This design comes from an exercise in tuning for small area, a short achievable clock period and few clock cycles per item on the open sky130 flow, not from production work.
Where RTL was checked, it was by simulation tests only, not by an equivalence proof against the original.
Power figures rest on the tool's default switching activity, not on a simulated workload.

Setup of run H:
// conv_pe_top
module conv_pe_top (
    input  logic        clk,
    input  logic        rst,
    input  logic        wght_valid_i,
    input  logic [63:0] wght_i,
    output logic        wght_ready_o,
    input  logic        act_valid_i,
    input  logic [63:0] act_i,
    output logic        act_ready_o,
    output logic [23:0] result_o,
    output logic        result_valid_o
);
Size: about 1000 flip-flops, ~160 I/O pins, about 0.036 mm^2 of cells after synthesis.
Settings: LEC_CHECK=0, CAP_MARGIN=20, CORE_MARGIN=2, CORE_UTILIZATION=65, SETUP_SLACK_MARGIN=2.8, SLEW_MARGIN=20, SYNTH_HIERARCHICAL=1, SYNTH_MINIMUM_KEEP_SIZE=0; clock period 5.0 ns.
standard.sh (not shown) runs the stock make flow with config.mk's settings and CLKGATE_MAP_FILE= SYNTH_SCRIPT=/design/flow/synth_recipe.tcl, a recipe that flattens the netlist after the stock synthesis.
==> flow/flow/run.sh <==
#!/bin/bash
# The standard layout, with two resizer settings changed: cells may be
# swapped for ones of another footprint during repair, and the port buffers
# are plain buffers instead of the smallest-area (delay) buffer.
set -euo pipefail
bash standard.sh MATCH_CELL_FOOTPRINT=0 "BUFFER_PORTS_ARGS=-buffer_cell sky130_fd_sc_hd__buf_2" finish > make.log 2>&1
Testbench counts of run H, summed over its fixed seeds: cycles 8,884, windows 900.
Inputs modified between run H and run C:
- an added CTS_BUF_LIST of sky130_fd_sc_hd__clkbuf_4 sky130_fd_sc_hd__clkbuf_8
- an added CTS_CLUSTER_SIZE of 30
==> flow/run.sh (new file) <==
#!/bin/bash
# synth_recipe.tcl (not shown) runs the flow's synth.tcl, then flattens the netlist and writes it again
# the make line also repeats each setting of config.mk as NAME=value (left out here)
make -C /OpenROAD-flow-scripts/flow DESIGN_CONFIG=/design/flow/config.mk WORK_HOME=/design/flow/orfs CLKGATE_MAP_FILE= SYNTH_SCRIPT=/design/flow/synth_recipe.tcl finish
removed: flow/flow/run.sh
removed: flow/standard.sh
Notes after the runs:
- Summary of run C over run H: initial detailed-routing violation count shows an increase of 63, non-clock buffer count up about 16%, signed area change from the synthesized netlist to the final layout increased 3.2 points.

========
Starting RTL as in the previous note.
==> flow/config.mk <==
export PLATFORM = sky130hd
export DESIGN_NAME = conv_pe_top
export DESIGN_NICKNAME = conv_pe_top
export VERILOG_FILES = /design/flow/design.v
export SDC_FILE = /design/flow/constraint.sdc
export NUM_CORES = 4
export LEC_CHECK = 0
export CAP_MARGIN = 20
export CORE_MARGIN = 2
export CORE_UTILIZATION = 65
export CTS_CLUSTER_DIAMETER = 150
export CTS_CLUSTER_SIZE = 30
export SETUP_SLACK_MARGIN = 2.8
export SLEW_MARGIN = 20
export SYNTH_HIERARCHICAL = 1
export SYNTH_MINIMUM_KEEP_SIZE = 0
==> flow/constraint.sdc <==
create_clock -name core_clock -period 5.0 [get_ports {clk}]
set_input_delay 1.0000 -clock core_clock [delete_from_list [all_inputs] [get_ports {clk}]]
set_output_delay 1.0000 -clock core_clock [all_outputs]
set_load 0.01 [all_outputs]
==> flow/flow/run.sh <==
#!/bin/bash
# The standard layout, with two resizer settings changed: cells may be
# swapped for ones of another footprint during repair, and the port buffers
# are plain buffers instead of the smallest-area (delay) buffer.
set -euo pipefail
bash standard.sh MATCH_CELL_FOOTPRINT=0 "BUFFER_PORTS_ARGS=-buffer_cell sky130_fd_sc_hd__buf_2" finish > make.log 2>&1
Testbench counts at the start, summed over its fixed seeds: cycles 8,884, windows 900.
Rerun with:
==> flow/run.sh (new file) <==
#!/bin/bash
# synth_recipe.tcl (not shown) runs the flow's synth.tcl, then flattens the netlist and writes it again
# the make line also repeats each setting of config.mk as NAME=value (left out here)
make -C /OpenROAD-flow-scripts/flow DESIGN_CONFIG=/design/flow/config.mk WORK_HOME=/design/flow/orfs CLKGATE_MAP_FILE= SYNTH_SCRIPT=/design/flow/synth_recipe.tcl finish
Settings changed: CORE_UTILIZATION 65 to 40, CTS_CLUSTER_DIAMETER 150 to default, CTS_CLUSTER_SIZE 30 to default.
removed: flow/flow/run.sh
removed: flow/standard.sh
The changed run completed with no timing, DRC or antenna violations.
Wire length increases by 5.6%.
Worst setup slack degrades by 0.034 ns.
Final area increases by about 9%.
Final cell count increases by 16%.
Critical path depth is unchanged.
Sequential cell count stays the same.
Utilization decreases by 24 points.
Global-route usage decreases by 9.7 points.
Clock power increases by 96%.
Rerun with:
==> flow/flow/run.sh (new file) <==
#!/bin/bash
# The standard layout, with two resizer settings changed: cells may be
# swapped for ones of another footprint during repair, and the port buffers
# are plain buffers instead of the smallest-area (delay) buffer.
set -euo pipefail
bash standard.sh MATCH_CELL_FOOTPRINT=0 "BUFFER_PORTS_ARGS=-buffer_cell sky130_fd_sc_hd__buf_2" finish > make.log 2>&1
==> flow/standard.sh (new file) <==
#!/bin/bash
# synth_recipe.tcl (not shown) runs the flow's synth.tcl, then flattens the netlist and writes it again
# the make line also repeats each setting of config.mk as NAME=value (left out here)
make -C /OpenROAD-flow-scripts/flow DESIGN_CONFIG=/design/flow/config.mk WORK_HOME=/design/flow/orfs CLKGATE_MAP_FILE= SYNTH_SCRIPT=/design/flow/synth_recipe.tcl "${@:-finish}"
removed: flow/run.sh
What happened: Non-clock buffer count climbs by 9. Design area came out lower by 0.89%. Clock skew drops by 0.021 ns. Sequential cell count does not change. Total power went up by about 0.44%. Register-to-register slack hardly moves. Core utilization is lower by 0.43 points. Global-route usage shrinks by 0.11 points.
Rerun with:
Settings changed: CORE_UTILIZATION 40 to 75.
What happened: Clock skew is lower by 0.0032 ns; area after synthesis stays the same; register-to-register slack gets worse by 0.03 ns; maximum frequency drops by 1.4%; clock-buffer cell count drops by 5.

========
== north ==
conv_pe_top, a different RTL version from the one above (not shown whole).
For scale: ~2700 cells after synthesis, about 1100 flip-flops, roughly 39000 um2 of cells after synthesis.
==> flow/config.mk <==
export PLATFORM = sky130hd
export DESIGN_NAME = conv_pe_top
export DESIGN_NICKNAME = conv_pe_top
export VERILOG_FILES = /design/flow/design.v
export SDC_FILE = /design/flow/constraint.sdc
export NUM_CORES = 4
export LEC_CHECK = 0
export CAP_MARGIN = 20
export CORE_MARGIN = 2
export CORE_UTILIZATION = 65
export CTS_CLUSTER_DIAMETER = 140
export CTS_CLUSTER_SIZE = 25
export SETUP_SLACK_MARGIN = 3.05
export SLEW_MARGIN = 20
export SYNTH_HIERARCHICAL = 1
export SYNTH_MINIMUM_KEEP_SIZE = 0
==> flow/constraint.sdc <==
create_clock -name core_clock -period 5.0 [get_ports {clk}]
set_input_delay 1.0000 -clock core_clock [delete_from_list [all_inputs] [get_ports {clk}]]
set_output_delay 1.0000 -clock core_clock [all_outputs]
set_load 0.01 [all_outputs]
run.sh (not shown) runs the stock make flow with config.mk's settings and CLKGATE_MAP_FILE= SYNTH_SCRIPT=/design/flow/synth_recipe.tcl, a recipe that flattens the netlist after the stock synthesis.
Stock flow here: none of the scripts above is used.
Per the final summary, north finished and its layout is clean on timing, DRC and antenna.
Testbench counts of north, summed over its fixed seeds: cycles 8,892, windows 900.
Inputs modified between north and south:
- CORE_UTILIZATION changed from 65 to 70
==> flow/flow/run.sh (new file) <==
#!/bin/bash
# The standard layout, with two resizer settings changed: cells may be
# swapped for ones of another footprint during repair, and the port buffers
# are plain buffers instead of the smallest-area (delay) buffer.
set -euo pipefail
bash standard.sh MATCH_CELL_FOOTPRINT=0 "BUFFER_PORTS_ARGS=-buffer_cell sky130_fd_sc_hd__buf_2" finish > make.log 2>&1
==> flow/standard.sh (new file) <==
#!/bin/bash
# synth_recipe.tcl (not shown) runs the flow's synth.tcl, then flattens the netlist and writes it again
# the make line also repeats each setting of config.mk as NAME=value (left out here)
make -C /OpenROAD-flow-scripts/flow DESIGN_CONFIG=/design/flow/config.mk WORK_HOME=/design/flow/orfs CLKGATE_MAP_FILE= SYNTH_SCRIPT=/design/flow/synth_recipe.tcl "${@:-finish}"
removed: flow/run.sh
--- outcome ---
Against north as the reference, south delivers a higher hold slack. No run among north and south stopped early or left any final violation; all are clean. The logic gate share of total power was comparable across north and south. Compared with north, in south summed area of non-filler cells in the final layout lower, post-route total power went up by 0.41%, die extent in y has decreased, number of maximum-capacitance constraint violations neither gained nor lost much. Diff north -> south | fraction of the cycle the final worst path needs | decrease of 0.19 points. Taking north as the reference, in south setup slack now larger; total number of multi-input combinational cells comparable.
Edits applied to the flow inputs when going from south to east:
- putting ABC_AREA at 1 where nothing was set
- swapping 70 for 65 in CORE_UTILIZATION
- Buffer depth of the longest clock path came out exactly the same in south and east.
- Compared to south, the routing of east uses more wire.
- Relative contribution of combinational cells to total power sits lower in east than in south.
- Compared east vs south, and global-route wire length before repair is up in east.
- east ends up with higher number of nets in the final layout than south does.
- Taking south as the reference, in east power went down by 1.1%, clock-buffer cell count shrank by about 2%.
The following lists how west was set up differently from east:
- ABC_AREA removed (was 1)
==> comparison <==
- On die area, the higher figure sits with east, not west.
- Total number of vias ended up 4.0% lower on west than on east.
- west -> east: number of setup buffers added after CTS delta 0, exact match
- Of west and east, the run reporting the lower number of ordinary and repair buffers in the finished layout was west.
- Run comparison: east top routing layer in use met4; west top routing layer in use met5
- From east to west the numbers moved as follows: final wirelength saw a decrease, share of the synthesized area in compound gates (AO/OA/AOI/OAI) +0.48 points.

========
Another version of the RTL of conv_pe_top (not shown whole).
Size: ~2700 cells after synthesis, roughly 160 I/O pins, roughly 38000 um2 of cells after synthesis.
Settings: LEC_CHECK=0, CAP_MARGIN=20, CORE_MARGIN=2, CORE_UTILIZATION=65, CTS_CLUSTER_DIAMETER=140, CTS_CLUSTER_SIZE=25, SETUP_SLACK_MARGIN=2.95, SLEW_MARGIN=20, SYNTH_HIERARCHICAL=1, SYNTH_MINIMUM_KEEP_SIZE=0, TNS_END_PERCENT=10; clock period 5.0 ns.
Stock flow here: none of the scripts above is used.
Change:
==> flow/flow/run.sh (new file) <==
#!/bin/bash
# The standard layout, with two resizer settings changed: cells may be
# swapped for ones of another footprint during repair, and the port buffers
# are plain buffers instead of the smallest-area (delay) buffer.
set -euo pipefail
bash standard.sh MATCH_CELL_FOOTPRINT=0 "BUFFER_PORTS_ARGS=-buffer_cell sky130_fd_sc_hd__buf_1" finish > make.log 2>&1
==> flow/standard.sh (new file) <==
#!/bin/bash
# synth_recipe.tcl (not shown) runs the flow's synth.tcl, then flattens the netlist and writes it again
# the make line also repeats each setting of config.mk as NAME=value (left out here)
make -C /OpenROAD-flow-scripts/flow DESIGN_CONFIG=/design/flow/config.mk WORK_HOME=/design/flow/orfs CLKGATE_MAP_FILE= SYNTH_SCRIPT=/design/flow/synth_recipe.tcl "${@:-finish}"
removed: flow/run.sh
Effect: Worst hold slack improves by 0.0060 ns. Cell area went down by 2.1%. Register-to-register slack barely changes. Power falls by 0.77%. Area after synthesis stays the same. Die area stays the same. Core utilization decreases by 1.5 points.
No functional check of the RTL was part of any run of this note.

-- separate check: timing with driven ports --
No port has a modelled driver above. Below, the same layouts with a new extraction and two added sets of constraints.
Step 1 sets driving cells, clkbuf_16 on the clock port and buf_2 on the other inputs (assumed; they add their load-dependent delay and slew).
Step 2 times the ports against the registers' clock, not the clock port: input delays grow and output delays shrink by t, the midpoint of the rising clock arrivals with the driver on.
Three values: no drivers, after step 1, after step 2; two values: the first two.
run	shift t [ns]	setup slack, ns	worst register clock-pin slew, ns	worst data-port slew with drivers (ns)
run H	0.710	2.738 / 2.738 / 2.580	0.07 / 0.07	0.05
run C	0.828	2.702 / 2.690 / 2.212	0.07 / 0.07	0.06
the first run of note 2	0.667	2.729 / 2.729 / 2.483	0.12 / 0.12	0.05
the second run of note 2	0.703	2.695 / 2.695 / 2.185	0.07 / 0.07	0.05
the third run of note 2	0.714	2.707 / 2.707 / 2.289	0.07 / 0.07	0.05
the fourth run of note 2	0.723	2.674 / 2.674 / 2.295	0.08 / 0.08	0.07
north	0.682	2.900 / 2.835 / 2.576	0.11 / 0.11	0.05
south	0.692	2.910 / 2.844 / 2.528	0.11 / 0.11	0.05
east	0.704	2.888 / 2.825 / 2.434	0.11 / 0.11	0.07
west	0.690	2.902 / 2.841 / 2.523	0.11 / 0.11	0.05
the first run of note 4	0.685	2.846 / 2.837 / 2.411	0.11 / 0.11	0.05
the second run of note 4	0.698	2.846 / 2.826 / 2.342	0.11 / 0.11	0.06
After both steps setup and hold are still met in every run listed. The setup slack of the second run of note 2, which loses most, moves by 0.000 ns with the drivers and by -0.510 ns with both steps.
